From an optimization exercise on the open Yosys and OpenROAD flow, aimed at small area, a short achievable clock period and few clock cycles per item; shortcuts taken in it are not production practice.
In this exercise RTL edits were held to simulation tests only and were not proved equivalent to the original.

**flow/run.sh**
```bash
#!/bin/bash
# synth_recipe.tcl (not shown) runs the flow's synth.tcl, then flattens the netlist and writes it again
# the make line also repeats each setting of config.mk as NAME=value (left out here)
make -C /OpenROAD-flow-scripts/flow DESIGN_CONFIG=/design/flow/config.mk WORK_HOME=/design/flow/orfs CLKGATE_MAP_FILE= SYNTH_SCRIPT=/design/flow/synth_recipe.tcl finish
```
**flow/config.mk**
```make
export PLATFORM = sky130hd
export DESIGN_NAME = cosine_vector_similarity
export DESIGN_NICKNAME = cosine_vector_similarity
export VERILOG_FILES = /design/flow/design.v
export SDC_FILE = /design/flow/constraint.sdc
export NUM_CORES = 4
export LEC_CHECK = 0
export CAP_MARGIN = 20
export CORE_MARGIN = 2
export CORE_UTILIZATION = 40
export SLEW_MARGIN = 20
```
**flow/constraint.sdc**
```tcl
create_clock -name core_clock -period 14.0 [get_ports {clk_i}]
set_input_delay 2.8000 -clock core_clock [delete_from_list [all_inputs] [get_ports {clk_i}]]
set_output_delay 2.8000 -clock core_clock [all_outputs]
set_load 0.01 [all_outputs]
```
**flow/design.v**
```verilog
package cvs_pkg;
  localparam logic [42:0] SUM_CAP = 43'h400_0000_0000;
  localparam int MUL_STEPS = 22;
  localparam int DIV_STEPS = 30;
  localparam logic [30:0] ONE_Q30 = 31'h4000_0000;
endpackage
module cvs_ctrl (
  input  logic clk_i,
  input  logic rst_ni,
  input  logic in_valid_i,
  input  logic last_pair_i,
  input  logic v0_i,         
  input  logic l0_i,         
  input  logic v1_i,         
  input  logic l1_i,         
  input  logic ps_idle_i,    
  input  logic ps_free_i,    
  output logic in_ready_o,
  output logic take_o,       
  output logic handoff_o,    
  output logic clr_o         
);
  logic rdy_q, blk_q, pend_q, rclr_q;
  logic final_avail, last_in_flight, set_blk, clr_blk, blk_n;
  assign in_ready_o     = rdy_q;
  assign take_o         = in_valid_i & rdy_q;
  assign final_avail    = (v1_i & l1_i) | pend_q;
  assign handoff_o      = final_avail & ps_free_i;
  assign last_in_flight = (v0_i & l0_i) | (v1_i & l1_i) | pend_q;
  assign set_blk        = take_o & last_pair_i & !(ps_idle_i & !last_in_flight);
  assign clr_blk        = handoff_o & !(v0_i & l0_i);
  assign blk_n          = set_blk | (blk_q & !clr_blk);
  assign clr_o          = handoff_o | rclr_q;
  always_ff @(posedge clk_i or negedge rst_ni) begin
    if (!rst_ni) begin
      rdy_q   <= 1'b1;
      blk_q   <= 1'b0;
      pend_q  <= 1'b0;
      rclr_q  <= 1'b1;
    end else begin
      rclr_q <= 1'b0;
      blk_q <= blk_n;
      rdy_q <= !blk_n;
      if (handoff_o) begin
        pend_q <= 1'b0;
      end else if (v1_i & l1_i) begin
        pend_q <= 1'b1;
      end
    end
  end
endmodule
module cvs_sq16 (
  input  logic [15:0] x,
  output logic [30:0] y
);
  logic t1, t2, t3, t4, t5, t6, t7, t8, t9, t10, t11, t12, t13, t14, t15, t16, t17, t18, t19, t20, t21, t22, t23, t24, t25, t26, t27, t28, t29, t30, t31, t32, t33, t34, t35, t36, t37, t38, t39, t40, t41, t42, t43, t44, t45, t46, t47, t48, t49, t50, t51, t52, t53, t54, t55, t56, t57, t58, t59, t60, t61, t62, t63, t64, t65, t66, t67, t68, t69, t70, t71, t72, t73, t74, t75, t76, t77, t78, t79, t80, t81, t82, t83, t84, t85, t86, t87, t88, t89, t90, t91, t92, t93, t94, t95, t96, t97, t98, t99, t100, t101, t102, t103, t104, t105, t106, t107, t108, t109, t110, t111, t112, t113, t114, t115, t116, t117, t118, t119, t120, t121, t122, t123, t124, t125, t126, t127, t128, t129, t130, t131, t132, t133, t134, t135, t136, t137, t138, t139, t140, t141, t142, t143, t144, t145, t146, t147, t148, t149, t150, t151, t152, t153, t154, t155, t156, t157, t158, t159, t160, t161, t162, t163, t164, t165, t166, t167, t168, t169, t170, t171, t172, t173, t174, t175, t176, t177, t178, t179, t180, t181, t182, t183, t184, t185, t186, t187, t188, t189, t190, t191, t192, t193, t194, t195, t196, t197, t198, t199, t200, t201, t202, t203, t204, t205, t206, t207, t208, t209, t210, t211, t212;
  assign t1 = (x[1] & x[14]) ^ (x[2] & x[13]);
  assign t2 = (x[1] & x[14]) & (x[2] & x[13]);
  assign t3 = (x[0] & x[11]) ^ (x[1] & x[10]);
  assign t4 = (x[0] & x[11]) & (x[1] & x[10]);
  assign t5 = (x[0] & x[12]) ^ (x[1] & x[11]);
  assign t6 = (x[0] & x[12]) & (x[1] & x[11]);
  assign t7 = (x[0] & x[13]) ^ (x[1] & x[12]) ^ (x[2] & x[11]);
  assign t8 = ((x[0] & x[13]) & (x[1] & x[12])) | ((x[0] & x[13]) & (x[2] & x[11])) | ((x[1] & x[12]) & (x[2] & x[11]));
  assign t9 = (x[3] & x[10]) ^ (x[4] & x[9]);
  assign t10 = (x[3] & x[10]) & (x[4] & x[9]);
  assign t11 = (x[0] & x[14]) ^ (x[1] & x[13]) ^ (x[2] & x[12]);
  assign t12 = ((x[0] & x[14]) & (x[1] & x[13])) | ((x[0] & x[14]) & (x[2] & x[12])) | ((x[1] & x[13]) & (x[2] & x[12]));
  assign t13 = (x[3] & x[11]) ^ (x[4] & x[10]);
  assign t14 = (x[3] & x[11]) & (x[4] & x[10]);
  assign t15 = (x[3] & x[12]) ^ (x[4] & x[11]) ^ (x[5] & x[10]);
  assign t16 = ((x[3] & x[12]) & (x[4] & x[11])) | ((x[3] & x[12]) & (x[5] & x[10])) | ((x[4] & x[11]) & (x[5] & x[10]));
  assign t17 = (x[6] & x[9]) ^ (x[7] & x[8]) ^ x[8];
  assign t18 = ((x[6] & x[9]) & (x[7] & x[8])) | ((x[6] & x[9]) & x[8]) | ((x[7] & x[8]) & x[8]);
  assign t19 = (x[15] & ~x[0]) ^ x[15];
  assign t20 = (x[15] & ~x[0]) & x[15];
  assign t21 = (x[2] & x[14]) ^ (x[3] & x[13]) ^ (x[4] & x[12]);
  assign t22 = ((x[2] & x[14]) & (x[3] & x[13])) | ((x[2] & x[14]) & (x[4] & x[12])) | ((x[3] & x[13]) & (x[4] & x[12]));
  assign t23 = (x[5] & x[11]) ^ (x[6] & x[10]) ^ (x[7] & x[9]);
  assign t24 = ((x[5] & x[11]) & (x[6] & x[10])) | ((x[5] & x[11]) & (x[7] & x[9])) | ((x[6] & x[10]) & (x[7] & x[9]));
  assign t25 = (x[15] & ~x[1]) ^ t2;
  assign t26 = (x[15] & ~x[1]) & t2;
  assign t27 = (x[3] & x[14]) ^ (x[4] & x[13]) ^ (x[5] & x[12]);
  assign t28 = ((x[3] & x[14]) & (x[4] & x[13])) | ((x[3] & x[14]) & (x[5] & x[12])) | ((x[4] & x[13]) & (x[5] & x[12]));
  assign t29 = (x[6] & x[11]) ^ (x[7] & x[10]) ^ (x[8] & x[9]);
  assign t30 = ((x[6] & x[11]) & (x[7] & x[10])) | ((x[6] & x[11]) & (x[8] & x[9])) | ((x[7] & x[10]) & (x[8] & x[9]));
  assign t31 = x[9] ^ (x[15] & ~x[2]);
  assign t32 = x[9] & (x[15] & ~x[2]);
  assign t33 = (x[4] & x[14]) ^ (x[5] & x[13]) ^ (x[6] & x[12]);
  assign t34 = ((x[4] & x[14]) & (x[5] & x[13])) | ((x[4] & x[14]) & (x[6] & x[12])) | ((x[5] & x[13]) & (x[6] & x[12]));
  assign t35 = (x[7] & x[11]) ^ (x[8] & x[10]);
  assign t36 = (x[7] & x[11]) & (x[8] & x[10]);
  assign t37 = (x[5] & x[14]) ^ (x[6] & x[13]) ^ (x[7] & x[12]);
  assign t38 = ((x[5] & x[14]) & (x[6] & x[13])) | ((x[5] & x[14]) & (x[7] & x[12])) | ((x[6] & x[13]) & (x[7] & x[12]));
  assign t39 = (x[8] & x[11]) ^ (x[9] & x[10]);
  assign t40 = (x[8] & x[11]) & (x[9] & x[10]);
  assign t41 = (x[6] & x[14]) ^ (x[7] & x[13]);
  assign t42 = (x[6] & x[14]) & (x[7] & x[13]);
  assign t43 = (x[7] & x[14]) ^ (x[8] & x[13]);
  assign t44 = (x[7] & x[14]) & (x[8] & x[13]);
  assign t45 = (x[0] & x[7]) ^ (x[1] & x[6]);
  assign t46 = (x[0] & x[7]) & (x[1] & x[6]);
  assign t47 = (x[0] & x[8]) ^ (x[1] & x[7]);
  assign t48 = (x[0] & x[8]) & (x[1] & x[7]);
  assign t49 = (x[0] & x[9]) ^ (x[1] & x[8]) ^ (x[2] & x[7]);
  assign t50 = ((x[0] & x[9]) & (x[1] & x[8])) | ((x[0] & x[9]) & (x[2] & x[7])) | ((x[1] & x[8]) & (x[2] & x[7]));
  assign t51 = (x[3] & x[6]) ^ (x[4] & x[5]);
  assign t52 = (x[3] & x[6]) & (x[4] & x[5]);
  assign t53 = (x[0] & x[10]) ^ (x[1] & x[9]) ^ (x[2] & x[8]);
  assign t54 = ((x[0] & x[10]) & (x[1] & x[9])) | ((x[0] & x[10]) & (x[2] & x[8])) | ((x[1] & x[9]) & (x[2] & x[8]));
  assign t55 = (x[3] & x[7]) ^ (x[4] & x[6]);
  assign t56 = (x[3] & x[7]) & (x[4] & x[6]);
  assign t57 = (x[2] & x[9]) ^ (x[3] & x[8]) ^ (x[4] & x[7]);
  assign t58 = ((x[2] & x[9]) & (x[3] & x[8])) | ((x[2] & x[9]) & (x[4] & x[7])) | ((x[3] & x[8]) & (x[4] & x[7]));
  assign t59 = (x[5] & x[6]) ^ x[6] ^ t3;
  assign t60 = ((x[5] & x[6]) & x[6]) | ((x[5] & x[6]) & t3) | (x[6] & t3);
  assign t61 = (x[2] & x[10]) ^ (x[3] & x[9]) ^ (x[4] & x[8]);
  assign t62 = ((x[2] & x[10]) & (x[3] & x[9])) | ((x[2] & x[10]) & (x[4] & x[8])) | ((x[3] & x[9]) & (x[4] & x[8]));
  assign t63 = (x[5] & x[7]) ^ t4 ^ t5;
  assign t64 = ((x[5] & x[7]) & t4) | ((x[5] & x[7]) & t5) | (t4 & t5);
  assign t65 = (x[5] & x[8]) ^ (x[6] & x[7]) ^ x[7];
  assign t66 = ((x[5] & x[8]) & (x[6] & x[7])) | ((x[5] & x[8]) & x[7]) | ((x[6] & x[7]) & x[7]);
  assign t67 = t6 ^ t7 ^ t9;
  assign t68 = (t6 & t7) | (t6 & t9) | (t7 & t9);
  assign t69 = (x[5] & x[9]) ^ (x[6] & x[8]) ^ t8;
  assign t70 = ((x[5] & x[9]) & (x[6] & x[8])) | ((x[5] & x[9]) & t8) | ((x[6] & x[8]) & t8);
  assign t71 = t10 ^ t11 ^ t13;
  assign t72 = (t10 & t11) | (t10 & t13) | (t11 & t13);
  assign t73 = t1 ^ t12 ^ t14;
  assign t74 = (t1 & t12) | (t1 & t14) | (t12 & t14);
  assign t75 = t15 ^ t17 ^ t19;
  assign t76 = (t15 & t17) | (t15 & t19) | (t17 & t19);
  assign t77 = t16 ^ t18 ^ t20;
  assign t78 = (t16 & t18) | (t16 & t20) | (t18 & t20);
  assign t79 = t21 ^ t23 ^ t25;
  assign t80 = (t21 & t23) | (t21 & t25) | (t23 & t25);
  assign t81 = t22 ^ t24 ^ t26;
  assign t82 = (t22 & t24) | (t22 & t26) | (t24 & t26);
  assign t83 = t27 ^ t29 ^ t31;
  assign t84 = (t27 & t29) | (t27 & t31) | (t29 & t31);
  assign t85 = (x[15] & ~x[3]) ^ t28 ^ t30;
  assign t86 = ((x[15] & ~x[3]) & t28) | ((x[15] & ~x[3]) & t30) | (t28 & t30);
  assign t87 = t32 ^ t33 ^ t35;
  assign t88 = (t32 & t33) | (t32 & t35) | (t33 & t35);
  assign t89 = x[10] ^ (x[15] & ~x[4]) ^ t34;
  assign t90 = (x[10] & (x[15] & ~x[4])) | (x[10] & t34) | ((x[15] & ~x[4]) & t34);
  assign t91 = t36 ^ t37 ^ t39;
  assign t92 = (t36 & t37) | (t36 & t39) | (t37 & t39);
  assign t93 = (x[8] & x[12]) ^ (x[9] & x[11]) ^ (x[15] & ~x[5]);
  assign t94 = ((x[8] & x[12]) & (x[9] & x[11])) | ((x[8] & x[12]) & (x[15] & ~x[5])) | ((x[9] & x[11]) & (x[15] & ~x[5]));
  assign t95 = t38 ^ t40 ^ t41;
  assign t96 = (t38 & t40) | (t38 & t41) | (t40 & t41);
  assign t97 = (x[9] & x[12]) ^ (x[10] & x[11]) ^ x[11];
  assign t98 = ((x[9] & x[12]) & (x[10] & x[11])) | ((x[9] & x[12]) & x[11]) | ((x[10] & x[11]) & x[11]);
  assign t99 = (x[15] & ~x[6]) ^ t42 ^ t43;
  assign t100 = ((x[15] & ~x[6]) & t42) | ((x[15] & ~x[6]) & t43) | (t42 & t43);
  assign t101 = (x[8] & x[14]) ^ (x[9] & x[13]) ^ (x[10] & x[12]);
  assign t102 = ((x[8] & x[14]) & (x[9] & x[13])) | ((x[8] & x[14]) & (x[10] & x[12])) | ((x[9] & x[13]) & (x[10] & x[12]));
  assign t103 = (x[15] & ~x[7]) ^ t44;
  assign t104 = (x[15] & ~x[7]) & t44;
  assign t105 = (x[9] & x[14]) ^ (x[10] & x[13]) ^ (x[11] & x[12]);
  assign t106 = ((x[9] & x[14]) & (x[10] & x[13])) | ((x[9] & x[14]) & (x[11] & x[12])) | ((x[10] & x[13]) & (x[11] & x[12]));
  assign t107 = x[12] ^ (x[15] & ~x[8]);
  assign t108 = x[12] & (x[15] & ~x[8]);
  assign t109 = (x[10] & x[14]) ^ (x[11] & x[13]);
  assign t110 = (x[10] & x[14]) & (x[11] & x[13]);
  assign t111 = (x[11] & x[14]) ^ (x[12] & x[13]);
  assign t112 = (x[11] & x[14]) & (x[12] & x[13]);
  assign t113 = (x[0] & x[5]) ^ (x[1] & x[4]);
  assign t114 = (x[0] & x[5]) & (x[1] & x[4]);
  assign t115 = (x[0] & x[6]) ^ (x[1] & x[5]);
  assign t116 = (x[0] & x[6]) & (x[1] & x[5]);
  assign t117 = (x[2] & x[5]) ^ (x[3] & x[4]) ^ x[4];
  assign t118 = ((x[2] & x[5]) & (x[3] & x[4])) | ((x[2] & x[5]) & x[4]) | ((x[3] & x[4]) & x[4]);
  assign t119 = (x[2] & x[6]) ^ (x[3] & x[5]) ^ t46;
  assign t120 = ((x[2] & x[6]) & (x[3] & x[5])) | ((x[2] & x[6]) & t46) | ((x[3] & x[5]) & t46);
  assign t121 = x[5] ^ t48 ^ t49;
  assign t122 = (x[5] & t48) | (x[5] & t49) | (t48 & t49);
  assign t123 = t50 ^ t52 ^ t53;
  assign t124 = (t50 & t52) | (t50 & t53) | (t52 & t53);
  assign t125 = t54 ^ t56 ^ t57;
  assign t126 = (t54 & t56) | (t54 & t57) | (t56 & t57);
  assign t127 = t58 ^ t60 ^ t61;
  assign t128 = (t58 & t60) | (t58 & t61) | (t60 & t61);
  assign t129 = t62 ^ t64 ^ t65;
  assign t130 = (t62 & t64) | (t62 & t65) | (t64 & t65);
  assign t131 = t66 ^ t68 ^ t69;
  assign t132 = (t66 & t68) | (t66 & t69) | (t68 & t69);
  assign t133 = t70 ^ t72 ^ t73;
  assign t134 = (t70 & t72) | (t70 & t73) | (t72 & t73);
  assign t135 = t74 ^ t76 ^ t77;
  assign t136 = (t74 & t76) | (t74 & t77) | (t76 & t77);
  assign t137 = t78 ^ t80 ^ t81;
  assign t138 = (t78 & t80) | (t78 & t81) | (t80 & t81);
  assign t139 = t82 ^ t84 ^ t85;
  assign t140 = (t82 & t84) | (t82 & t85) | (t84 & t85);
  assign t141 = t86 ^ t88 ^ t89;
  assign t142 = (t86 & t88) | (t86 & t89) | (t88 & t89);
  assign t143 = t90 ^ t92 ^ t93;
  assign t144 = (t90 & t92) | (t90 & t93) | (t92 & t93);
  assign t145 = t94 ^ t96 ^ t97;
  assign t146 = (t94 & t96) | (t94 & t97) | (t96 & t97);
  assign t147 = t98 ^ t100 ^ t101;
  assign t148 = (t98 & t100) | (t98 & t101) | (t100 & t101);
  assign t149 = t102 ^ t104 ^ t105;
  assign t150 = (t102 & t104) | (t102 & t105) | (t104 & t105);
  assign t151 = (x[15] & ~x[9]) ^ t106 ^ t108;
  assign t152 = ((x[15] & ~x[9]) & t106) | ((x[15] & ~x[9]) & t108) | (t106 & t108);
  assign t153 = x[13] ^ (x[15] & ~x[10]) ^ t110;
  assign t154 = (x[13] & (x[15] & ~x[10])) | (x[13] & t110) | ((x[15] & ~x[10]) & t110);
  assign t155 = (x[12] & x[14]) ^ (x[15] & ~x[11]);
  assign t156 = (x[12] & x[14]) & (x[15] & ~x[11]);
  assign t157 = (x[13] & x[14]) ^ x[14];
  assign t158 = (x[13] & x[14]) & x[14];
  assign t159 = (x[0] & x[3]) ^ (x[1] & x[2]);
  assign t160 = (x[0] & x[3]) & (x[1] & x[2]);
  assign t161 = (x[0] & x[4]) ^ (x[1] & x[3]);
  assign t162 = (x[0] & x[4]) & (x[1] & x[3]);
  assign t163 = (x[2] & x[3]) ^ x[3] ^ t113;
  assign t164 = ((x[2] & x[3]) & x[3]) | ((x[2] & x[3]) & t113) | (x[3] & t113);
  assign t165 = (x[2] & x[4]) ^ t114 ^ t115;
  assign t166 = ((x[2] & x[4]) & t114) | ((x[2] & x[4]) & t115) | (t114 & t115);
  assign t167 = t45 ^ t116 ^ t117;
  assign t168 = (t45 & t116) | (t45 & t117) | (t116 & t117);
  assign t169 = t47 ^ t118 ^ t119;
  assign t170 = (t47 & t118) | (t47 & t119) | (t118 & t119);
  assign t171 = t51 ^ t120 ^ t121;
  assign t172 = (t51 & t120) | (t51 & t121) | (t120 & t121);
  assign t173 = t55 ^ t122 ^ t123;
  assign t174 = (t55 & t122) | (t55 & t123) | (t122 & t123);
  assign t175 = t59 ^ t124 ^ t125;
  assign t176 = (t59 & t124) | (t59 & t125) | (t124 & t125);
  assign t177 = t63 ^ t126 ^ t127;
  assign t178 = (t63 & t126) | (t63 & t127) | (t126 & t127);
  assign t179 = t67 ^ t128 ^ t129;
  assign t180 = (t67 & t128) | (t67 & t129) | (t128 & t129);
  assign t181 = t71 ^ t130 ^ t131;
  assign t182 = (t71 & t130) | (t71 & t131) | (t130 & t131);
  assign t183 = t75 ^ t132 ^ t133;
  assign t184 = (t75 & t132) | (t75 & t133) | (t132 & t133);
  assign t185 = t79 ^ t134 ^ t135;
  assign t186 = (t79 & t134) | (t79 & t135) | (t134 & t135);
  assign t187 = t83 ^ t136 ^ t137;
  assign t188 = (t83 & t136) | (t83 & t137) | (t136 & t137);
  assign t189 = t87 ^ t138 ^ t139;
  assign t190 = (t87 & t138) | (t87 & t139) | (t138 & t139);
  assign t191 = t91 ^ t140 ^ t141;
  assign t192 = (t91 & t140) | (t91 & t141) | (t140 & t141);
  assign t193 = t95 ^ t142 ^ t143;
  assign t194 = (t95 & t142) | (t95 & t143) | (t142 & t143);
  assign t195 = t99 ^ t144 ^ t145;
  assign t196 = (t99 & t144) | (t99 & t145) | (t144 & t145);
  assign t197 = t103 ^ t146 ^ t147;
  assign t198 = (t103 & t146) | (t103 & t147) | (t146 & t147);
  assign t199 = t107 ^ t148 ^ t149;
  assign t200 = (t107 & t148) | (t107 & t149) | (t148 & t149);
  assign t201 = t109 ^ t150 ^ t151;
  assign t202 = (t109 & t150) | (t109 & t151) | (t150 & t151);
  assign t203 = t111 ^ t152 ^ t153;
  assign t204 = (t111 & t152) | (t111 & t153) | (t152 & t153);
  assign t205 = t112 ^ t154 ^ t155;
  assign t206 = (t112 & t154) | (t112 & t155) | (t154 & t155);
  assign t207 = (x[15] & ~x[12]) ^ t156 ^ t157;
  assign t208 = ((x[15] & ~x[12]) & t156) | ((x[15] & ~x[12]) & t157) | (t156 & t157);
  assign t209 = (x[15] & ~x[13]) ^ t158;
  assign t210 = (x[15] & ~x[13]) & t158;
  assign t211 = (x[15] & ~x[14]) ^ x[15];
  assign t212 = (x[15] & ~x[14]) & x[15];
  logic [30:0] r0, r1;
  assign r0 = {t210, t208, t206, t204, t202, t200, t198, t196, t194, t192, t190, t188, t186, t184, t182, t180, t178, t176, t174, t172, t170, t168, t166, t164, t162, t160, x[2], (x[0] & x[2]), (x[0] & x[1]), 1'b0, x[0]};
  assign r1 = {t211, t209, t207, t205, t203, t201, t199, t197, t195, t193, t191, t189, t187, t185, t183, t181, t179, t177, t175, t173, t171, t169, t167, t165, t163, t161, t159, 1'b0, x[1], 1'b0, 1'b0};
  assign y = r0 + r1;
endmodule
module cvs_sq17 (
  input  logic [16:0] x,
  output logic [32:0] y
);
  logic t1, t2, t3, t4, t5, t6, t7, t8, t9, t10, t11, t12, t13, t14, t15, t16, t17, t18, t19, t20, t21, t22, t23, t24, t25, t26, t27, t28, t29, t30, t31, t32, t33, t34, t35, t36, t37, t38, t39, t40, t41, t42, t43, t44, t45, t46, t47, t48, t49, t50, t51, t52, t53, t54, t55, t56, t57, t58, t59, t60, t61, t62, t63, t64, t65, t66, t67, t68, t69, t70, t71, t72, t73, t74, t75, t76, t77, t78, t79, t80, t81, t82, t83, t84, t85, t86, t87, t88, t89, t90, t91, t92, t93, t94, t95, t96, t97, t98, t99, t100, t101, t102, t103, t104, t105, t106, t107, t108, t109, t110, t111, t112, t113, t114, t115, t116, t117, t118, t119, t120, t121, t122, t123, t124, t125, t126, t127, t128, t129, t130, t131, t132, t133, t134, t135, t136, t137, t138, t139, t140, t141, t142, t143, t144, t145, t146, t147, t148, t149, t150, t151, t152, t153, t154, t155, t156, t157, t158, t159, t160, t161, t162, t163, t164, t165, t166, t167, t168, t169, t170, t171, t172, t173, t174, t175, t176, t177, t178, t179, t180, t181, t182, t183, t184, t185, t186, t187, t188, t189, t190, t191, t192, t193, t194, t195, t196, t197, t198, t199, t200, t201, t202, t203, t204, t205, t206, t207, t208, t209, t210;
  assign t1 = (x[0] & x[11]) ^ (x[1] & x[10]);
  assign t2 = (x[0] & x[11]) & (x[1] & x[10]);
  assign t3 = (x[0] & x[12]) ^ (x[1] & x[11]);
  assign t4 = (x[0] & x[12]) & (x[1] & x[11]);
  assign t5 = (x[0] & x[13]) ^ (x[1] & x[12]) ^ (x[2] & x[11]);
  assign t6 = ((x[0] & x[13]) & (x[1] & x[12])) | ((x[0] & x[13]) & (x[2] & x[11])) | ((x[1] & x[12]) & (x[2] & x[11]));
  assign t7 = (x[3] & x[10]) ^ (x[4] & x[9]);
  assign t8 = (x[3] & x[10]) & (x[4] & x[9]);
  assign t9 = (x[0] & x[14]) ^ (x[1] & x[13]) ^ (x[2] & x[12]);
  assign t10 = ((x[0] & x[14]) & (x[1] & x[13])) | ((x[0] & x[14]) & (x[2] & x[12])) | ((x[1] & x[13]) & (x[2] & x[12]));
  assign t11 = (x[3] & x[11]) ^ (x[4] & x[10]);
  assign t12 = (x[3] & x[11]) & (x[4] & x[10]);
  assign t13 = (x[0] & x[15]) ^ (x[1] & x[14]) ^ (x[2] & x[13]);
  assign t14 = ((x[0] & x[15]) & (x[1] & x[14])) | ((x[0] & x[15]) & (x[2] & x[13])) | ((x[1] & x[14]) & (x[2] & x[13]));
  assign t15 = (x[3] & x[12]) ^ (x[4] & x[11]) ^ (x[5] & x[10]);
  assign t16 = ((x[3] & x[12]) & (x[4] & x[11])) | ((x[3] & x[12]) & (x[5] & x[10])) | ((x[4] & x[11]) & (x[5] & x[10]));
  assign t17 = (x[6] & x[9]) ^ (x[7] & x[8]);
  assign t18 = (x[6] & x[9]) & (x[7] & x[8]);
  assign t19 = (x[1] & x[15]) ^ (x[2] & x[14]) ^ (x[3] & x[13]);
  assign t20 = ((x[1] & x[15]) & (x[2] & x[14])) | ((x[1] & x[15]) & (x[3] & x[13])) | ((x[2] & x[14]) & (x[3] & x[13]));
  assign t21 = (x[4] & x[12]) ^ (x[5] & x[11]) ^ (x[6] & x[10]);
  assign t22 = ((x[4] & x[12]) & (x[5] & x[11])) | ((x[4] & x[12]) & (x[6] & x[10])) | ((x[5] & x[11]) & (x[6] & x[10]));
  assign t23 = (x[7] & x[9]) ^ (x[16] & ~x[0]) ^ x[16];
  assign t24 = ((x[7] & x[9]) & (x[16] & ~x[0])) | ((x[7] & x[9]) & x[16]) | ((x[16] & ~x[0]) & x[16]);
  assign t25 = (x[2] & x[15]) ^ (x[3] & x[14]) ^ (x[4] & x[13]);
  assign t26 = ((x[2] & x[15]) & (x[3] & x[14])) | ((x[2] & x[15]) & (x[4] & x[13])) | ((x[3] & x[14]) & (x[4] & x[13]));
  assign t27 = (x[5] & x[12]) ^ (x[6] & x[11]) ^ (x[7] & x[10]);
  assign t28 = ((x[5] & x[12]) & (x[6] & x[11])) | ((x[5] & x[12]) & (x[7] & x[10])) | ((x[6] & x[11]) & (x[7] & x[10]));
  assign t29 = (x[8] & x[9]) ^ x[9] ^ (x[16] & ~x[1]);
  assign t30 = ((x[8] & x[9]) & x[9]) | ((x[8] & x[9]) & (x[16] & ~x[1])) | (x[9] & (x[16] & ~x[1]));
  assign t31 = (x[3] & x[15]) ^ (x[4] & x[14]) ^ (x[5] & x[13]);
  assign t32 = ((x[3] & x[15]) & (x[4] & x[14])) | ((x[3] & x[15]) & (x[5] & x[13])) | ((x[4] & x[14]) & (x[5] & x[13]));
  assign t33 = (x[6] & x[12]) ^ (x[7] & x[11]) ^ (x[8] & x[10]);
  assign t34 = ((x[6] & x[12]) & (x[7] & x[11])) | ((x[6] & x[12]) & (x[8] & x[10])) | ((x[7] & x[11]) & (x[8] & x[10]));
  assign t35 = (x[4] & x[15]) ^ (x[5] & x[14]) ^ (x[6] & x[13]);
  assign t36 = ((x[4] & x[15]) & (x[5] & x[14])) | ((x[4] & x[15]) & (x[6] & x[13])) | ((x[5] & x[14]) & (x[6] & x[13]));
  assign t37 = (x[7] & x[12]) ^ (x[8] & x[11]) ^ (x[9] & x[10]);
  assign t38 = ((x[7] & x[12]) & (x[8] & x[11])) | ((x[7] & x[12]) & (x[9] & x[10])) | ((x[8] & x[11]) & (x[9] & x[10]));
  assign t39 = (x[5] & x[15]) ^ (x[6] & x[14]) ^ (x[7] & x[13]);
  assign t40 = ((x[5] & x[15]) & (x[6] & x[14])) | ((x[5] & x[15]) & (x[7] & x[13])) | ((x[6] & x[14]) & (x[7] & x[13]));
  assign t41 = (x[6] & x[15]) ^ (x[7] & x[14]) ^ (x[8] & x[13]);
  assign t42 = ((x[6] & x[15]) & (x[7] & x[14])) | ((x[6] & x[15]) & (x[8] & x[13])) | ((x[7] & x[14]) & (x[8] & x[13]));
  assign t43 = (x[0] & x[7]) ^ (x[1] & x[6]);
  assign t44 = (x[0] & x[7]) & (x[1] & x[6]);
  assign t45 = (x[0] & x[8]) ^ (x[1] & x[7]);
  assign t46 = (x[0] & x[8]) & (x[1] & x[7]);
  assign t47 = (x[0] & x[9]) ^ (x[1] & x[8]) ^ (x[2] & x[7]);
  assign t48 = ((x[0] & x[9]) & (x[1] & x[8])) | ((x[0] & x[9]) & (x[2] & x[7])) | ((x[1] & x[8]) & (x[2] & x[7]));
  assign t49 = (x[3] & x[6]) ^ (x[4] & x[5]);
  assign t50 = (x[3] & x[6]) & (x[4] & x[5]);
  assign t51 = (x[0] & x[10]) ^ (x[1] & x[9]) ^ (x[2] & x[8]);
  assign t52 = ((x[0] & x[10]) & (x[1] & x[9])) | ((x[0] & x[10]) & (x[2] & x[8])) | ((x[1] & x[9]) & (x[2] & x[8]));
  assign t53 = (x[3] & x[7]) ^ (x[4] & x[6]);
  assign t54 = (x[3] & x[7]) & (x[4] & x[6]);
  assign t55 = (x[2] & x[9]) ^ (x[3] & x[8]) ^ (x[4] & x[7]);
  assign t56 = ((x[2] & x[9]) & (x[3] & x[8])) | ((x[2] & x[9]) & (x[4] & x[7])) | ((x[3] & x[8]) & (x[4] & x[7]));
  assign t57 = (x[5] & x[6]) ^ x[6] ^ t1;
  assign t58 = ((x[5] & x[6]) & x[6]) | ((x[5] & x[6]) & t1) | (x[6] & t1);
  assign t59 = (x[2] & x[10]) ^ (x[3] & x[9]) ^ (x[4] & x[8]);
  assign t60 = ((x[2] & x[10]) & (x[3] & x[9])) | ((x[2] & x[10]) & (x[4] & x[8])) | ((x[3] & x[9]) & (x[4] & x[8]));
  assign t61 = (x[5] & x[7]) ^ t2 ^ t3;
  assign t62 = ((x[5] & x[7]) & t2) | ((x[5] & x[7]) & t3) | (t2 & t3);
  assign t63 = (x[5] & x[8]) ^ (x[6] & x[7]) ^ x[7];
  assign t64 = ((x[5] & x[8]) & (x[6] & x[7])) | ((x[5] & x[8]) & x[7]) | ((x[6] & x[7]) & x[7]);
  assign t65 = t4 ^ t5 ^ t7;
  assign t66 = (t4 & t5) | (t4 & t7) | (t5 & t7);
  assign t67 = (x[5] & x[9]) ^ (x[6] & x[8]) ^ t6;
  assign t68 = ((x[5] & x[9]) & (x[6] & x[8])) | ((x[5] & x[9]) & t6) | ((x[6] & x[8]) & t6);
  assign t69 = t8 ^ t9 ^ t11;
  assign t70 = (t8 & t9) | (t8 & t11) | (t9 & t11);
  assign t71 = x[8] ^ t10 ^ t12;
  assign t72 = (x[8] & t10) | (x[8] & t12) | (t10 & t12);
  assign t73 = t13 ^ t15 ^ t17;
  assign t74 = (t13 & t15) | (t13 & t17) | (t15 & t17);
  assign t75 = t14 ^ t16 ^ t18;
  assign t76 = (t14 & t16) | (t14 & t18) | (t16 & t18);
  assign t77 = t19 ^ t21 ^ t23;
  assign t78 = (t19 & t21) | (t19 & t23) | (t21 & t23);
  assign t79 = t20 ^ t22 ^ t24;
  assign t80 = (t20 & t22) | (t20 & t24) | (t22 & t24);
  assign t81 = t25 ^ t27 ^ t29;
  assign t82 = (t25 & t27) | (t25 & t29) | (t27 & t29);
  assign t83 = (x[16] & ~x[2]) ^ t26 ^ t28;
  assign t84 = ((x[16] & ~x[2]) & t26) | ((x[16] & ~x[2]) & t28) | (t26 & t28);
  assign t85 = t30 ^ t31 ^ t33;
  assign t86 = (t30 & t31) | (t30 & t33) | (t31 & t33);
  assign t87 = x[10] ^ (x[16] & ~x[3]) ^ t32;
  assign t88 = (x[10] & (x[16] & ~x[3])) | (x[10] & t32) | ((x[16] & ~x[3]) & t32);
  assign t89 = t34 ^ t35 ^ t37;
  assign t90 = (t34 & t35) | (t34 & t37) | (t35 & t37);
  assign t91 = (x[8] & x[12]) ^ (x[9] & x[11]) ^ (x[16] & ~x[4]);
  assign t92 = ((x[8] & x[12]) & (x[9] & x[11])) | ((x[8] & x[12]) & (x[16] & ~x[4])) | ((x[9] & x[11]) & (x[16] & ~x[4]));
  assign t93 = t36 ^ t38 ^ t39;
  assign t94 = (t36 & t38) | (t36 & t39) | (t38 & t39);
  assign t95 = (x[9] & x[12]) ^ (x[10] & x[11]) ^ x[11];
  assign t96 = ((x[9] & x[12]) & (x[10] & x[11])) | ((x[9] & x[12]) & x[11]) | ((x[10] & x[11]) & x[11]);
  assign t97 = (x[16] & ~x[5]) ^ t40 ^ t41;
  assign t98 = ((x[16] & ~x[5]) & t40) | ((x[16] & ~x[5]) & t41) | (t40 & t41);
  assign t99 = (x[7] & x[15]) ^ (x[8] & x[14]) ^ (x[9] & x[13]);
  assign t100 = ((x[7] & x[15]) & (x[8] & x[14])) | ((x[7] & x[15]) & (x[9] & x[13])) | ((x[8] & x[14]) & (x[9] & x[13]));
  assign t101 = (x[10] & x[12]) ^ (x[16] & ~x[6]) ^ t42;
  assign t102 = ((x[10] & x[12]) & (x[16] & ~x[6])) | ((x[10] & x[12]) & t42) | ((x[16] & ~x[6]) & t42);
  assign t103 = (x[8] & x[15]) ^ (x[9] & x[14]) ^ (x[10] & x[13]);
  assign t104 = ((x[8] & x[15]) & (x[9] & x[14])) | ((x[8] & x[15]) & (x[10] & x[13])) | ((x[9] & x[14]) & (x[10] & x[13]));
  assign t105 = (x[11] & x[12]) ^ x[12] ^ (x[16] & ~x[7]);
  assign t106 = ((x[11] & x[12]) & x[12]) | ((x[11] & x[12]) & (x[16] & ~x[7])) | (x[12] & (x[16] & ~x[7]));
  assign t107 = (x[9] & x[15]) ^ (x[10] & x[14]) ^ (x[11] & x[13]);
  assign t108 = ((x[9] & x[15]) & (x[10] & x[14])) | ((x[9] & x[15]) & (x[11] & x[13])) | ((x[10] & x[14]) & (x[11] & x[13]));
  assign t109 = (x[10] & x[15]) ^ (x[11] & x[14]) ^ (x[12] & x[13]);
  assign t110 = ((x[10] & x[15]) & (x[11] & x[14])) | ((x[10] & x[15]) & (x[12] & x[13])) | ((x[11] & x[14]) & (x[12] & x[13]));
  assign t111 = (x[0] & x[5]) ^ (x[1] & x[4]);
  assign t112 = (x[0] & x[5]) & (x[1] & x[4]);
  assign t113 = (x[0] & x[6]) ^ (x[1] & x[5]);
  assign t114 = (x[0] & x[6]) & (x[1] & x[5]);
  assign t115 = (x[2] & x[5]) ^ (x[3] & x[4]) ^ x[4];
  assign t116 = ((x[2] & x[5]) & (x[3] & x[4])) | ((x[2] & x[5]) & x[4]) | ((x[3] & x[4]) & x[4]);
  assign t117 = (x[2] & x[6]) ^ (x[3] & x[5]) ^ t44;
  assign t118 = ((x[2] & x[6]) & (x[3] & x[5])) | ((x[2] & x[6]) & t44) | ((x[3] & x[5]) & t44);
  assign t119 = x[5] ^ t46 ^ t47;
  assign t120 = (x[5] & t46) | (x[5] & t47) | (t46 & t47);
  assign t121 = t48 ^ t50 ^ t51;
  assign t122 = (t48 & t50) | (t48 & t51) | (t50 & t51);
  assign t123 = t52 ^ t54 ^ t55;
  assign t124 = (t52 & t54) | (t52 & t55) | (t54 & t55);
  assign t125 = t56 ^ t58 ^ t59;
  assign t126 = (t56 & t58) | (t56 & t59) | (t58 & t59);
  assign t127 = t60 ^ t62 ^ t63;
  assign t128 = (t60 & t62) | (t60 & t63) | (t62 & t63);
  assign t129 = t64 ^ t66 ^ t67;
  assign t130 = (t64 & t66) | (t64 & t67) | (t66 & t67);
  assign t131 = t68 ^ t70 ^ t71;
  assign t132 = (t68 & t70) | (t68 & t71) | (t70 & t71);
  assign t133 = t72 ^ t74 ^ t75;
  assign t134 = (t72 & t74) | (t72 & t75) | (t74 & t75);
  assign t135 = t76 ^ t78 ^ t79;
  assign t136 = (t76 & t78) | (t76 & t79) | (t78 & t79);
  assign t137 = t80 ^ t82 ^ t83;
  assign t138 = (t80 & t82) | (t80 & t83) | (t82 & t83);
  assign t139 = t84 ^ t86 ^ t87;
  assign t140 = (t84 & t86) | (t84 & t87) | (t86 & t87);
  assign t141 = t88 ^ t90 ^ t91;
  assign t142 = (t88 & t90) | (t88 & t91) | (t90 & t91);
  assign t143 = t92 ^ t94 ^ t95;
  assign t144 = (t92 & t94) | (t92 & t95) | (t94 & t95);
  assign t145 = t96 ^ t98 ^ t99;
  assign t146 = (t96 & t98) | (t96 & t99) | (t98 & t99);
  assign t147 = t100 ^ t102 ^ t103;
  assign t148 = (t100 & t102) | (t100 & t103) | (t102 & t103);
  assign t149 = (x[16] & ~x[8]) ^ t104 ^ t106;
  assign t150 = ((x[16] & ~x[8]) & t104) | ((x[16] & ~x[8]) & t106) | (t104 & t106);
  assign t151 = x[13] ^ (x[16] & ~x[9]) ^ t108;
  assign t152 = (x[13] & (x[16] & ~x[9])) | (x[13] & t108) | ((x[16] & ~x[9]) & t108);
  assign t153 = (x[11] & x[15]) ^ (x[12] & x[14]) ^ (x[16] & ~x[10]);
  assign t154 = ((x[11] & x[15]) & (x[12] & x[14])) | ((x[11] & x[15]) & (x[16] & ~x[10])) | ((x[12] & x[14]) & (x[16] & ~x[10]));
  assign t155 = (x[12] & x[15]) ^ (x[13] & x[14]) ^ x[14];
  assign t156 = ((x[12] & x[15]) & (x[13] & x[14])) | ((x[12] & x[15]) & x[14]) | ((x[13] & x[14]) & x[14]);
  assign t157 = (x[0] & x[3]) ^ (x[1] & x[2]);
  assign t158 = (x[0] & x[3]) & (x[1] & x[2]);
  assign t159 = (x[0] & x[4]) ^ (x[1] & x[3]);
  assign t160 = (x[0] & x[4]) & (x[1] & x[3]);
  assign t161 = (x[2] & x[3]) ^ x[3] ^ t111;
  assign t162 = ((x[2] & x[3]) & x[3]) | ((x[2] & x[3]) & t111) | (x[3] & t111);
  assign t163 = (x[2] & x[4]) ^ t112 ^ t113;
  assign t164 = ((x[2] & x[4]) & t112) | ((x[2] & x[4]) & t113) | (t112 & t113);
  assign t165 = t43 ^ t114 ^ t115;
  assign t166 = (t43 & t114) | (t43 & t115) | (t114 & t115);
  assign t167 = t45 ^ t116 ^ t117;
  assign t168 = (t45 & t116) | (t45 & t117) | (t116 & t117);
  assign t169 = t49 ^ t118 ^ t119;
  assign t170 = (t49 & t118) | (t49 & t119) | (t118 & t119);
  assign t171 = t53 ^ t120 ^ t121;
  assign t172 = (t53 & t120) | (t53 & t121) | (t120 & t121);
  assign t173 = t57 ^ t122 ^ t123;
  assign t174 = (t57 & t122) | (t57 & t123) | (t122 & t123);
  assign t175 = t61 ^ t124 ^ t125;
  assign t176 = (t61 & t124) | (t61 & t125) | (t124 & t125);
  assign t177 = t65 ^ t126 ^ t127;
  assign t178 = (t65 & t126) | (t65 & t127) | (t126 & t127);
  assign t179 = t69 ^ t128 ^ t129;
  assign t180 = (t69 & t128) | (t69 & t129) | (t128 & t129);
  assign t181 = t73 ^ t130 ^ t131;
  assign t182 = (t73 & t130) | (t73 & t131) | (t130 & t131);
  assign t183 = t77 ^ t132 ^ t133;
  assign t184 = (t77 & t132) | (t77 & t133) | (t132 & t133);
  assign t185 = t81 ^ t134 ^ t135;
  assign t186 = (t81 & t134) | (t81 & t135) | (t134 & t135);
  assign t187 = t85 ^ t136 ^ t137;
  assign t188 = (t85 & t136) | (t85 & t137) | (t136 & t137);
  assign t189 = t89 ^ t138 ^ t139;
  assign t190 = (t89 & t138) | (t89 & t139) | (t138 & t139);
  assign t191 = t93 ^ t140 ^ t141;
  assign t192 = (t93 & t140) | (t93 & t141) | (t140 & t141);
  assign t193 = t97 ^ t142 ^ t143;
  assign t194 = (t97 & t142) | (t97 & t143) | (t142 & t143);
  assign t195 = t101 ^ t144 ^ t145;
  assign t196 = (t101 & t144) | (t101 & t145) | (t144 & t145);
  assign t197 = t105 ^ t146 ^ t147;
  assign t198 = (t105 & t146) | (t105 & t147) | (t146 & t147);
  assign t199 = t107 ^ t148 ^ t149;
  assign t200 = (t107 & t148) | (t107 & t149) | (t148 & t149);
  assign t201 = t109 ^ t150 ^ t151;
  assign t202 = (t109 & t150) | (t109 & t151) | (t150 & t151);
  assign t203 = t110 ^ t152 ^ t153;
  assign t204 = (t110 & t152) | (t110 & t153) | (t152 & t153);
  assign t205 = (x[16] & ~x[11]) ^ t154 ^ t155;
  assign t206 = ((x[16] & ~x[11]) & t154) | ((x[16] & ~x[11]) & t155) | (t154 & t155);
  assign t207 = (x[13] & x[15]) ^ (x[16] & ~x[12]) ^ t156;
  assign t208 = ((x[13] & x[15]) & (x[16] & ~x[12])) | ((x[13] & x[15]) & t156) | ((x[16] & ~x[12]) & t156);
  assign t209 = (x[14] & x[15]) ^ x[15] ^ (x[16] & ~x[13]);
  assign t210 = ((x[14] & x[15]) & x[15]) | ((x[14] & x[15]) & (x[16] & ~x[13])) | (x[15] & (x[16] & ~x[13]));
  logic [32:0] r0, r1;
  assign r0 = {(x[16] & ~x[15]), (x[16] & ~x[14]), t208, t206, t204, t202, t200, t198, t196, t194, t192, t190, t188, t186, t184, t182, t180, t178, t176, t174, t172, t170, t168, t166, t164, t162, t160, t158, x[2], (x[0] & x[2]), (x[0] & x[1]), 1'b0, x[0]};
  assign r1 = {x[16], t210, t209, t207, t205, t203, t201, t199, t197, t195, t193, t191, t189, t187, t185, t183, t181, t179, t177, t175, t173, t171, t169, t167, t165, t163, t161, t159, t157, 1'b0, x[1], 1'b0, 1'b0};
  assign y = r0 + r1;
endmodule
module cosine_vector_similarity #(
  parameter int unsigned MAX_DIM = 4096
) (
  input  logic               clk_i,
  input  logic               rst_ni,
  input  logic               in_valid_i,
  output logic               in_ready_o,
  input  logic signed [15:0] a_elem_i,
  input  logic signed [15:0] b_elem_i,
  input  logic               last_pair_i,
  output logic               out_valid_o,
  input  logic               out_ready_i,
  output logic signed [31:0] similarity_o,
  output logic               zero_norm_o
);
  logic take, handoff, clr;
  logic v0_q, l0_q, v1_q, l1_q;
  logic ps_idle, ps_free;
  cvs_ctrl u_ctrl (
    .clk_i       (clk_i),
    .rst_ni      (rst_ni),
    .in_valid_i  (in_valid_i),
    .last_pair_i (last_pair_i),
    .v0_i        (v0_q),
    .l0_i        (l0_q),
    .v1_i        (v1_q),
    .l1_i        (l1_q),
    .ps_idle_i   (ps_idle),
    .ps_free_i   (ps_free),
    .in_ready_o  (in_ready_o),
    .take_o      (take),
    .handoff_o   (handoff),
    .clr_o       (clr)
  );
  always_ff @(posedge clk_i or negedge rst_ni) begin
    if (!rst_ni) begin
      v0_q <= 1'b0;
      l0_q <= 1'b0;
      v1_q <= 1'b0;
      l1_q <= 1'b0;
    end else begin
      v0_q <= take;
      l0_q <= take & last_pair_i;
      v1_q <= v0_q;
      l1_q <= l0_q;
    end
  end
  logic [15:0] a0_q, b0_q;
  logic [16:0] s0_q;
  always_ff @(posedge clk_i) begin
    a0_q <= take ? a_elem_i : '0;
    b0_q <= take ? b_elem_i : '0;
    s0_q <= take ? ({a_elem_i[15], a_elem_i} + {b_elem_i[15], b_elem_i}) : '0;
  end
  logic [30:0] aa_w, bb_w, aa_q, bb_q;
  logic [32:0] ss_w, ss_q;
  logic        nza_q, nzb_q;
  cvs_sq16 u_sqa (.x(a0_q), .y(aa_w));
  cvs_sq16 u_sqb (.x(b0_q), .y(bb_w));
  cvs_sq17 u_sqs (.x(s0_q), .y(ss_w));
  always_ff @(posedge clk_i) begin
    aa_q  <= aa_w;
    bb_q  <= bb_w;
    ss_q  <= ss_w;
    nza_q <= |a0_q;
    nzb_q <= |b0_q;
  end
  logic [43:0] dot_q;                  
  logic [42:0] na_q, nb_q;             
  logic        nza_acc_q, nzb_acc_q;   
  logic [43:0] dot_in;
  logic [42:0] na_in, nb_in;
  logic [42:0] na_w, nb_w, na_n, nb_n;
  logic [44:0] x1, x2, x3, x4, s1, c1, s2, c2, t2;
  logic [43:0] dot_w, dot_n;
  logic        nza_n, nzb_n;
  assign dot_in = dot_q;
  assign na_in  = na_q;
  assign nb_in  = nb_q;
  assign na_w = na_in + {12'd0, aa_q};
  assign nb_w = nb_in + {12'd0, bb_q};
  assign na_n = (na_w[42] & (|na_w[30:0])) ? cvs_pkg::SUM_CAP : na_w;
  assign nb_n = (nb_w[42] & (|nb_w[30:0])) ? cvs_pkg::SUM_CAP : nb_w;
  assign x1 = {dot_in, 1'b0};
  assign x2 = {12'd0, ss_q};
  assign x3 = ~{14'd0, aa_q};
  assign x4 = ~{14'd0, bb_q};
  assign s1 = x1 ^ x2 ^ x3;
  assign c1 = {((x1[43:0] & x2[43:0]) | (x1[43:0] & x3[43:0]) | (x2[43:0] & x3[43:0])), 1'b1};
  assign s2 = s1 ^ c1 ^ x4;
  assign c2 = {((s1[43:0] & c1[43:0]) | (s1[43:0] & x4[43:0]) | (c1[43:0] & x4[43:0])), 1'b1};
  assign t2 = s2 + c2;
  assign dot_w = t2[44:1];
  always_comb begin
    if (!dot_w[43] && dot_w[42] && (|dot_w[30:0])) begin
      dot_n = {1'b0, cvs_pkg::SUM_CAP};
    end else if (dot_w[43] && !dot_w[42]) begin
      dot_n = 44'hC00_0000_0000;
    end else begin
      dot_n = dot_w;
    end
  end
  assign nza_n = nza_acc_q | nza_q;
  assign nzb_n = nzb_acc_q | nzb_q;
  always_ff @(posedge clk_i) begin
    dot_q     <= clr ? '0 : dot_n;
    na_q      <= clr ? '0 : na_n;
    nb_q      <= clr ? '0 : nb_n;
    nza_acc_q <= !clr & nza_n;
    nzb_acc_q <= !clr & nzb_n;
  end
  localparam logic [1:0] PS_IDLE = 2'd0, PS_BUSY = 2'd1, PS_DONE = 2'd2;
  logic [1:0]  ps_st_q;
  logic [4:0]  pcnt_q;
  logic [42:0] ma_q, hp_q, hn_q;
  logic [43:0] lb_q;               
  logic [43:0] mu_q;               
  logic [43:0] lu_q;               
  logic        pneg_q, pzn_q;
  logic        ds_take;
  logic [43:0] u_abs;
  logic [44:0] sp_w, sn_w;
  assign u_abs = mu_q[43] ? (~mu_q + 44'd1) : mu_q;
  assign sp_w  = {2'b00, hp_q} + (lb_q[0] ? {2'b00, ma_q} : 45'd0)
               + (lb_q[1] ? {1'b0, ma_q, 1'b0} : 45'd0);
  assign sn_w  = {2'b00, hn_q} + (lu_q[0] ? {2'b00, mu_q[42:0]} : 45'd0)
               + (lu_q[1] ? {1'b0, mu_q[42:0], 1'b0} : 45'd0);
  assign ps_idle = (ps_st_q == PS_IDLE);
  assign ps_free = ps_idle | ds_take;
  always_ff @(posedge clk_i or negedge rst_ni) begin
    if (!rst_ni) begin
      ps_st_q <= PS_IDLE;
    end else if (handoff) begin
      ps_st_q <= PS_BUSY;
    end else if (ds_take) begin
      ps_st_q <= PS_IDLE;
    end else if (ps_st_q == PS_BUSY && pcnt_q == 5'(cvs_pkg::MUL_STEPS)) begin
      ps_st_q <= PS_DONE;
    end
  end
  always_ff @(posedge clk_i) begin
    if (handoff) begin
      pcnt_q <= '0;
      ma_q   <= na_n;
      lb_q   <= {1'b0, nb_n};
      mu_q   <= dot_n;
      hp_q   <= '0;
      hn_q   <= '0;
      pneg_q <= dot_n[43];
      pzn_q  <= !(nza_n & nzb_n);
    end else if (ps_st_q == PS_BUSY) begin
      pcnt_q <= pcnt_q + 5'd1;
      if (pcnt_q == 5'd0) begin
        mu_q <= u_abs;
        lu_q <= u_abs;
      end else begin
        hp_q <= sp_w[44:2];
        lb_q <= {sp_w[1:0], lb_q[43:2]};
        hn_q <= sn_w[44:2];
        lu_q <= {sn_w[1:0], lu_q[43:2]};
      end
    end
  end
  localparam logic [1:0] DS_IDLE = 2'd0, DS_BUSY = 2'd1, DS_FINAL = 2'd2;
  logic [1:0]  ds_st_q;
  logic [4:0]  dcnt_q;
  logic [84:0] rem_q, div_q;
  logic [1:0]  qd_q;
  logic [31:0] srem_q;
  logic [29:0] root_q;
  logic        dsat_q, dzn_q, dneg_q;
  logic        ov_q, zn_q;
  logic [31:0] sim_q;
  logic        out_load, ds_free;
  logic [84:0] n_full, p_full;
  assign n_full = {hn_q[40:0], lu_q};
  assign p_full = {hp_q[40:0], lb_q};
  assign ds_free = (ds_st_q == DS_IDLE) | ((ds_st_q == DS_FINAL) & !ov_q);
  assign ds_take = (ps_st_q == PS_DONE) & ds_free;
  assign out_load = (ds_st_q == DS_FINAL) & (!ov_q | out_ready_i);
  logic [87:0] r4, r4o, pd1, pd2, d1, d2, d3, e3s, e3c;
  logic [1:0]  q_w;
  logic [84:0] rem_n;
  assign r4  = {1'b0, rem_q, 2'b00};
  assign pd1 = {3'b000, div_q};
  assign pd2 = {2'b00, div_q, 1'b0};
  assign d1  = r4 - pd1;
  assign d2  = r4 - pd2;
  assign r4o = {r4[87:1], 1'b1};
  assign e3s = r4o ^ ~pd1 ^ ~pd2;
  assign e3c = {((r4o[86:0] & ~pd1[86:0]) | (r4o[86:0] & ~pd2[86:0]) | (~pd1[86:0] & ~pd2[86:0])), 1'b1};
  assign d3  = e3s + e3c;
  always_comb begin
    if (!d3[87]) begin
      q_w   = 2'd3;
      rem_n = d3[84:0];
    end else if (!d2[87]) begin
      q_w   = 2'd2;
      rem_n = d2[84:0];
    end else if (!d1[87]) begin
      q_w   = 2'd1;
      rem_n = d1[84:0];
    end else begin
      q_w   = 2'd0;
      rem_n = r4[84:0];
    end
  end
  logic [33:0] sq_t, sq_trial, sq_s;
  logic        sq_ge;
  assign sq_t     = {srem_q, qd_q};
  assign sq_trial = {2'b00, root_q, 2'b01};
  assign sq_s     = sq_t - sq_trial;
  assign sq_ge    = !sq_s[33];
  logic [30:0] r_pos, r_neg;
  logic [31:0] sim_n;
  assign r_pos = {2'b00, root_q[28:0]};
  assign r_neg = ~r_pos + 31'd1;
  always_comb begin
    if (dzn_q) begin
      sim_n = '0;
    end else if (dsat_q) begin
      sim_n = dneg_q ? -{1'b0, cvs_pkg::ONE_Q30} : {1'b0, cvs_pkg::ONE_Q30};
    end else if (dneg_q) begin
      sim_n = sq_ge ? {~r_pos, 1'b1} : {r_neg, 1'b0};
    end else begin
      sim_n = {r_pos, sq_ge};
    end
  end
  always_ff @(posedge clk_i or negedge rst_ni) begin
    if (!rst_ni) begin
      ds_st_q <= DS_IDLE;
      ov_q    <= 1'b0;
    end else begin
      if (ds_take) begin
        ds_st_q <= (pzn_q || (n_full >= p_full)) ? DS_FINAL : DS_BUSY;
      end else if (out_load) begin
        ds_st_q <= DS_IDLE;
      end else if (ds_st_q == DS_BUSY && dcnt_q == 5'(cvs_pkg::DIV_STEPS - 1)) begin
        ds_st_q <= DS_FINAL;
      end
      if (out_load) begin
        ov_q <= 1'b1;
      end else if (out_ready_i) begin
        ov_q <= 1'b0;
      end
    end
  end
  always_ff @(posedge clk_i) begin
    rem_q <= ds_take ? n_full : rem_n;
    if (ds_take) begin
      dcnt_q <= '0;
      div_q  <= p_full;
      srem_q <= '0;
      root_q <= '0;
      qd_q   <= '0;
      dsat_q <= (n_full >= p_full);
      dzn_q  <= pzn_q;
      dneg_q <= pneg_q;
    end else if (ds_st_q == DS_BUSY) begin
      dcnt_q <= dcnt_q + 5'd1;
      qd_q   <= q_w;
      if (dcnt_q != 5'd0) begin
        srem_q <= sq_ge ? sq_s[31:0] : sq_t[31:0];
        root_q <= {root_q[28:0], sq_ge};
      end
    end
    if (out_load) begin
      sim_q <= sim_n;
      zn_q  <= dzn_q;
    end
  end
  assign out_valid_o  = ov_q;
  assign similarity_o = sim_q;
  assign zero_norm_o  = zn_q;
endmodule
```
==> impl_metrics.py, run 1 <==
metrics = {
    "setup_path": {
        "slowest_stage": "nor2_1",
        "crit_chain": "inv_1 -> fa_1 -> ha_1 -> a21oi_1 -> o221ai_1 -> nand3_1 -> a211oi_1 -> o31ai_1 -> a2111oi_0 -> buf_4 -> o2111ai_1 -> a211oi_2 -> o32a_2 -> buf_4 -> nor2_1 -> o21ai_0 -> o211ai_1",
        "critPathMaxStageDelay_ps": 940,
        "crit_fanout": 43,
        "cpMostUsedCell": "buf_4",
        "path_buf_inv": 3,
        "critPathRequiredTime_ps": 14680,
        "endpoint_kind": "register",
        "reg2reg_setup_slack_ps": 7880,
        "startpoint_type": "register",
        "worstSetupPathType": "register to register",
        "cpLargestDelayFamily": "compound AO/OA/AOI/OAI gates",
        "cp.arrival_ps": 6800,
    },
    "detailed_routing": {
        "ant_nets": 0,
        "drt-wirelength-per-cell_um": 21.48,
        "dr.first_iter.drc_count": 6244,
        "dr.pass1.iters": 8,
        "drc": 0,
        "post_drt_via_cell_ratio": 5.644,
        "vias": 69480,
        "wirelength_mm": 264.5,
    },
    "placement": {
        "hpwl_mm": 212.7,
        "dp_slack_ps": 7622,
        "io_buffers": 71,
        "gp_congestion": 0.9544,
        "placed_area_um2": 83230,
    },
    "die": {
        "rows": 164,
        "die_w_um": 451.6,
        "start_util_pct": 40.19,
        "core_um2": 199500,
        "die_y_um": 451.6,
        "ios": 72,
        "die_area_um2": 204000,
    },
    "global_route": {
        "antenna_found_initial": 11,
        "grt_pass1_vias": 68080,
        "grt-ovfl-total": 0,
        "grt_max_degree": 118,
        "grt_usage_pct": 25.48,
        "grt_pass1_wl_mm": 407.9,
    },
    "timing": {
        "fin_tns_setup_ps": 0,
        "relSlewSlack_pct": 20.62,
        "worst_hold_slack_ps": 378.9,
        "timing.fmax_mhz": 163.4,
        "rsz0062_at_grt": "false",
        "setup_viol": 0,
        "hold_viol": 0,
        "final.min_clock_period_ps": 6120,
        "worst_pin_slew_ps": 1181,
        "fin_crit_sh_pct": 43.71,
        "slew_viol_final": 0,
        "fin_ws_ps": 7880,
        "finalClockSkew_ps": 44.02,
    },
    "run_status": {
        "status": "complete, no violations",
    },
    "layout": {
        "multi_input_area_um2": 54720,
        "nNetsFinal": 10820,
        "final_core_util_pct": 43.45,
        "regArea_um2": 19680,
        "layout-drive-gt1-share_pct": 3.553,
        "fin_area_um2": 86660,
        "area_delta_synth_final_pct": 8.124,
        "fillers": 20040,
    },
    "clocking": {
        "clock_latency_ps": 760,
        "clock_path_buffers": 3,
        "numCtsBuffers": 101,
        "cts.sinks": 831,
        "ctsResizeCount": 0,
        "cts_root_buf": "clkbuf_16",
        "path_clk_slew_ps": 60,
        "htree_levels": 3,
        "postCtsSetupBuffers": 0,
        "hold_buffers": 0,
        "cts_tree": "built",
    },
    "min_path": {
        "hp-class": "register to register",
    },
    "logic_synthesis": {
        "syn_inst": 9737,
        "synth_edf_count": 297,
        "synth.largest_area_cell": "dfxtp_1",
        "syn_area_um2": 80150,
        "synth_nets": 10990,
        "ys_seq_area_share_pct": 24.55,
        "synth_top_area_share_pct": 13.01,
        "synth.yosys.warnings": 2,
        "synthTopCellsByArea": "dfxtp_1 (13%), ha_1 (12%), fa_1 (11%)",
        "ys_types": 103,
        "synth-seq-cells": 831,
        "avgSynthCellArea_um2": 8.232,
        "synth_flop_cell": "dfxtp_1",
        "synthArstFlopShare_pct": 1.564,
    },
    "job": {
        "drv_cap": 0,
    },
}
## synthesized netlist by cell type (21+ instances only)
| library cell | number |
|---|---|
| dfxtp_1 | 521 |
| buf_1 | 21 |
| a211o_1 | 21 |
| or3_1 | 48 |
| nand4_1 | 144 |
| ha_1 | 764 |
| a21oi_1 | 827 |
| a2111oi_0 | 21 |
| nor4_1 | 39 |
| a31oi_1 | 80 |
| o21ai_0 | 482 |
| xor2_1 | 260 |
| nor3_1 | 129 |
| nor2b_1 | 112 |
| nand2_1 | 923 |
| o22ai_1 | 118 |
| a21boi_0 | 29 |
| o211ai_1 | 83 |
| and3_1 | 111 |
| o31ai_1 | 56 |
| edfxtp_1 | 297 |
| inv_1 | 1162 |
| clkbuf_1 | 357 |
| nand2b_1 | 104 |
| a21o_1 | 309 |
| o21bai_1 | 101 |
| nand3_1 | 149 |
| o21a_1 | 82 |
| nor2_1 | 760 |
| mux2i_1 | 40 |
| fa_1 | 456 |
| xnor2_1 | 347 |
| or2_2 | 38 |
| a211oi_1 | 117 |
| and2_1 | 244 |
## worst register-to-register path, cell delays in order (launching register included)
cell and delay (ps):
edfxtp_1 360, inv_1 190, fa_1 450, ha_1 370, a21oi_1 290, o221ai_1 280
nand3_1 230, a211oi_1 170, o31ai_1 640, a2111oi_0 240, buf_4 200, o2111ai_1 400
a211oi_2 180, o32a_2 400, buf_4 290, nor2_1 950, o21ai_0 220, o211ai_1 210
## metrics by stage
step	cells
after floorplan	9737
after global placement	12120
after detailed placement	12120
after CTS	12310
after global routing	12310
final	12310
## per-layer routing
metal  wire (um)  global-route usage, %  vias up  part of all wire [%]
met2      118100                  40.48     2180                    45
li1            -                      -    33280                     -
met3       15740                  2.675      377                   5.9
met1      119800                  35.57    33640                    45
met5          26                      0        -                0.0098
met4       10870                  9.746        4                   4.1
## flip-flops by register name, summed over array words and instances (netlist names), 5 cells and up
register and count:
div_q 85, rem_q 85, dot_q 44, lb_q 44
lu_q 44, mu_q 44, hn_q 43, hp_q 43
ma_q 43, na_q 43, nb_q 43, sim_q 32
srem_q 32, ss_q 32, aa_q 30, bb_q 30
root_q 30, s0_q 17, a0_q 16, b0_q 16
dcnt_q 5, pcnt_q 5
## cell usage in the layout, fill, tap and decap left out, types with 244 or more instances in the layout
master,n
inv_1,1160
nand2_1,922
a21oi_1,827
ha_1,764
nor2_1,758
dfxtp_1,521
o21ai_0,482
fa_1,456
xnor2_1,347
a21o_1,309
edfxtp_1,297
xor2_1,260
and2_1,244
## area by class of cell
| type | instances | share of cell area [%] |
|---|---|---|
| antenna | 2 | 0.005775 |
| clock buffer | 136 | 3.318 |
| clock inverter | 54 | 0.6324 |
| inverter | 1163 | 5.049 |
| multi-input combinational | 7344 | 63.14 |
| sequential | 831 | 22.70 |
| tap | 2656 | 3.835 |
| timing repair buffer | 126 | 1.311 |
## final timing paths
| check | end | cells after the start | from |
|---|---|---|---|
| worst min register to register | l1_q | 0 | l0_q |
| worst min-delay path | l1_q | 0 | l0_q |
| max in group asynchronous | l0_q | 1 | rst_ni |
| min in group asynchronous | ov_q | 1 | rst_ni |
| worst max register to register | rem_q[82] | 17 | div_q[6] |
| worst max-delay path | rem_q[82] | 17 | div_q[6] |
## kinds of logic (layout without fill, tap and decap cells)
logic type | count (synthesis) | in the layout | synth area share (%)
simple gates | 2889 | 2889 | 17.13
xor+xnor | 608 | 608 | 6.661
compound gates | 2577 | 2577 | 20.34
fa+ha+maj | 1220 | 1220 | 23.32
buf+inv | 1562 | 1479 | 7.356
flops | 831 | 831 | 24.55
mux | 49 | 49 | 0.6447
other cells | 1 | 3 | 0.004679
Testbench counts, summed over its fixed seeds: cycles 25,134, items 640.
==> run 2, diff against run 1 <==
==> flow/flow/run.sh (new file) <==
#!/bin/bash
set -euo pipefail
export SETUP_SLACK_MARGIN=8.5
bash standard.sh > standard.log 2>&1
==> flow/standard.sh (new file) <==
#!/bin/bash
# synth_recipe.tcl (not shown) runs the flow's synth.tcl, then flattens the netlist and writes it again
# the make line also repeats each setting of config.mk as NAME=value (left out here)
make -C /OpenROAD-flow-scripts/flow DESIGN_CONFIG=/design/flow/config.mk WORK_HOME=/design/flow/orfs CLKGATE_MAP_FILE= SYNTH_SCRIPT=/design/flow/synth_recipe.tcl "${@:-finish}"
removed: flow/run.sh
==> run 2 against run 1 <==
- still clean on timing, DRC and antenna
- critical path depth is 2 higher
- clock skew is 2.6 ps higher
- count of clock-buffer cells in the layout stayed put
- flip-flop and latch count stayed put
- highest routed layer unchanged
==> impl_metrics.py, run 2 <==
metrics = {
    "run_status": {
        "status": "complete, no violations",
    },
    "die": {
        "rows": 164,
        "start_util_pct": 40.19,
        "core_um2": 199500,
        "die_area_um2": 204000,
    },
    "setup_path": {
        "reg2reg_setup_slack_ps": 8590,
        "cpLargestDelayFamily": "compound AO/OA/AOI/OAI gates",
        "timing.rr.start": "aa_q[13]",
        "startpoint_type": "register",
        "cpMostUsedCell": "a21o_1",
        "worstSetupPathType": "register to register",
    },
    "logic_synthesis": {
        "synth_nets": 10990,
        "synth_edf_count": 297,
        "synth-seq-cells": 831,
        "synth_most_common_cell": "inv_1",
        "avgSynthCellArea_um2": 8.232,
        "synthArstFlopShare_pct": 1.564,
        "synth_common_cells": "inv_1 (1,162), nand2_1 (923), a21oi_1 (827), ha_1 (764), nor2_1 (760)",
        "synthTopCellsByArea": "dfxtp_1 (13%), ha_1 (12%), fa_1 (11%)",
        "synth.yosys.warnings": 2,
    },
    "detailed_routing": {
        "drt-wirelength-per-cell_um": 21.59,
        "wirelength_mm": 267.0,
        "dr.pass1.iters": 6,
        "vias": 69730,
        "post_drt_via_cell_ratio": 5.640,
        "ant_nets": 0,
    },
    "global_route": {
        "grt_usage_pct": 25.50,
        "antenna_found_initial": 11,
        "grt_max_degree": 118,
    },
    "clocking": {
        "path_clk_slew_ps": 60,
        "numCtsBuffers": 101,
        "cts_root_buf": "clkbuf_16",
        "htree_levels": 3,
        "cts_tree": "built",
    },
    "layout": {
        "reg_top3": "div_q: 85 flops, rem_q: 85 flops",
        "final_common_cell": "inv_1",
        "fillers": 19930,
    },
    "min_path": {
        "whs_path_depth": 0,
    },
    "timing": {
        "setup_viol": 0,
        "final.min_clock_period_ps": 5414,
        "slew_viol_final": 0,
        "worst_pin_slew_ps": 1055,
        "finalClockSkew_ps": 46.58,
        "relSlewSlack_pct": 29.26,
        "hold_viol": 0,
    },
    "placement": {
        "dp_slack_ps": 7622,
        "io_buffers": 71,
    },
}
==> run 2: cell counts after synthesis <==
No cell type changed its count.
==> run 2: routing by layer <==
metal / global-route usage [%] / part of all wire [%]
met1: 35.61 / 45
met2: 40.51 / 45
met5: 0 / 0.0045
met4: 10.05 / 4.3
met3: 2.489 / 5.7
==> run 2: worst reg2reg max path, delay by kind of cell, from the launching register on <==
kind | cells | cell delay [ps]
AO/OA/AOI/OAI | 9 | 2030
adder cells (fa/ha/maj) | 3 | 1420
buffers and inverters | 3 | 540
flip-flops | 1 | 380
AND/OR/NAND/NOR | 4 | 870
==> run 2: worst max-delay path by stage <==
stage / from / depth (start not counted) / endpoint / slack, ps
3_5_place_dp: b_elem_i[0] / 17 / s0_q[14] / 7620
3_3_place_gp: a_elem_i[0] / 17 / s0_q[14] / 7740
4_1_cts: s0_q[14] / 19 / ss_q[31] / 8500
2_1_floorplan: a_elem_i[0] / 16 / s0_q[14] / 8630
6_report: aa_q[13] / 19 / mu_q[37] / 8590
5_1_grt: aa_q[6] / 19 / mu_q[22] / 8400
==> run 2: stage by stage <==
step	instances	hold WS [ps]	cell area, um^2
after global placement	12120	363.5	83230
after CTS	12310	380.2	86870
after floorplan	9737	329.0	80150
final	12360	379.1	87920
after detailed placement	12120	367.7	83230
after global routing	12360	388.8	87920
==> run 2: area by class of cell <==
cell class	instances	area, um^2	share of cell area [%]
diodes	2	5.005	0.005692
clock buffers	136	2875	3.270
clock inverters	54	548.0	0.6233
inverters	1163	4375	4.976
multi-input cells	7344	55310	62.91
flip-flops and latches	831	19820	22.54
well taps	2656	3323	3.780
repair buffers	178	1669	1.898
==> run 2: kinds of logic after synthesis <==
family                   count (synthesis)  share of synthesized area [%]
AO/OA/AOI/OAI                         2577                          20.34
adder cells (fa/ha/maj)               1220                          23.32
other                                    1                       0.004679
flip-flops                             831                          24.55
buffers and inverters                 1562                          7.356
XOR/XNOR                               608                          6.661
AND/OR/NAND/NOR                       2889                          17.13
multiplexers                            49                         0.6447
==> run 2: what timing repair did <==
action / 4_1_cts / 5_1_grt
endpoints found under the setup margin: 166 / 215
gates cloned: 0 / 5
resized for setup: 70 / 154
pin swaps: 0 / 16
buffers inserted: 0 / 47

port drivers added, routing unchanged:
The flow's constraints put no driver on any port. The routed layouts listed below were extracted and timed again, unchanged, in two steps.
Step 1 assumes that a clkbuf_16 drives the clock port and a buf_2 every other input.
Step 2, shift: input delay + t, output delay - t, t = (earliest + latest rising clock arrival at the registers) / 2. This alone moves slack from input paths to output paths.
Slacks: no drivers / after step 1 / after step 2; pairs: no drivers / after step 1.
| run | t, ns | slack for setup (ns) | worst data-port slew with drivers (ns) |
|---|---|---|---|
| run 1 | 0.831 | 7.880 / 7.880 / 7.637 | 0.05 |
| run 2 | 0.831 | 8.586 / 8.586 / 7.990 | 0.06 |
After both steps every run listed still meets setup and hold. For run 2, which loses most, drivers alone change the setup slack by 0.000 ns; drivers and shift together by -0.596 ns.
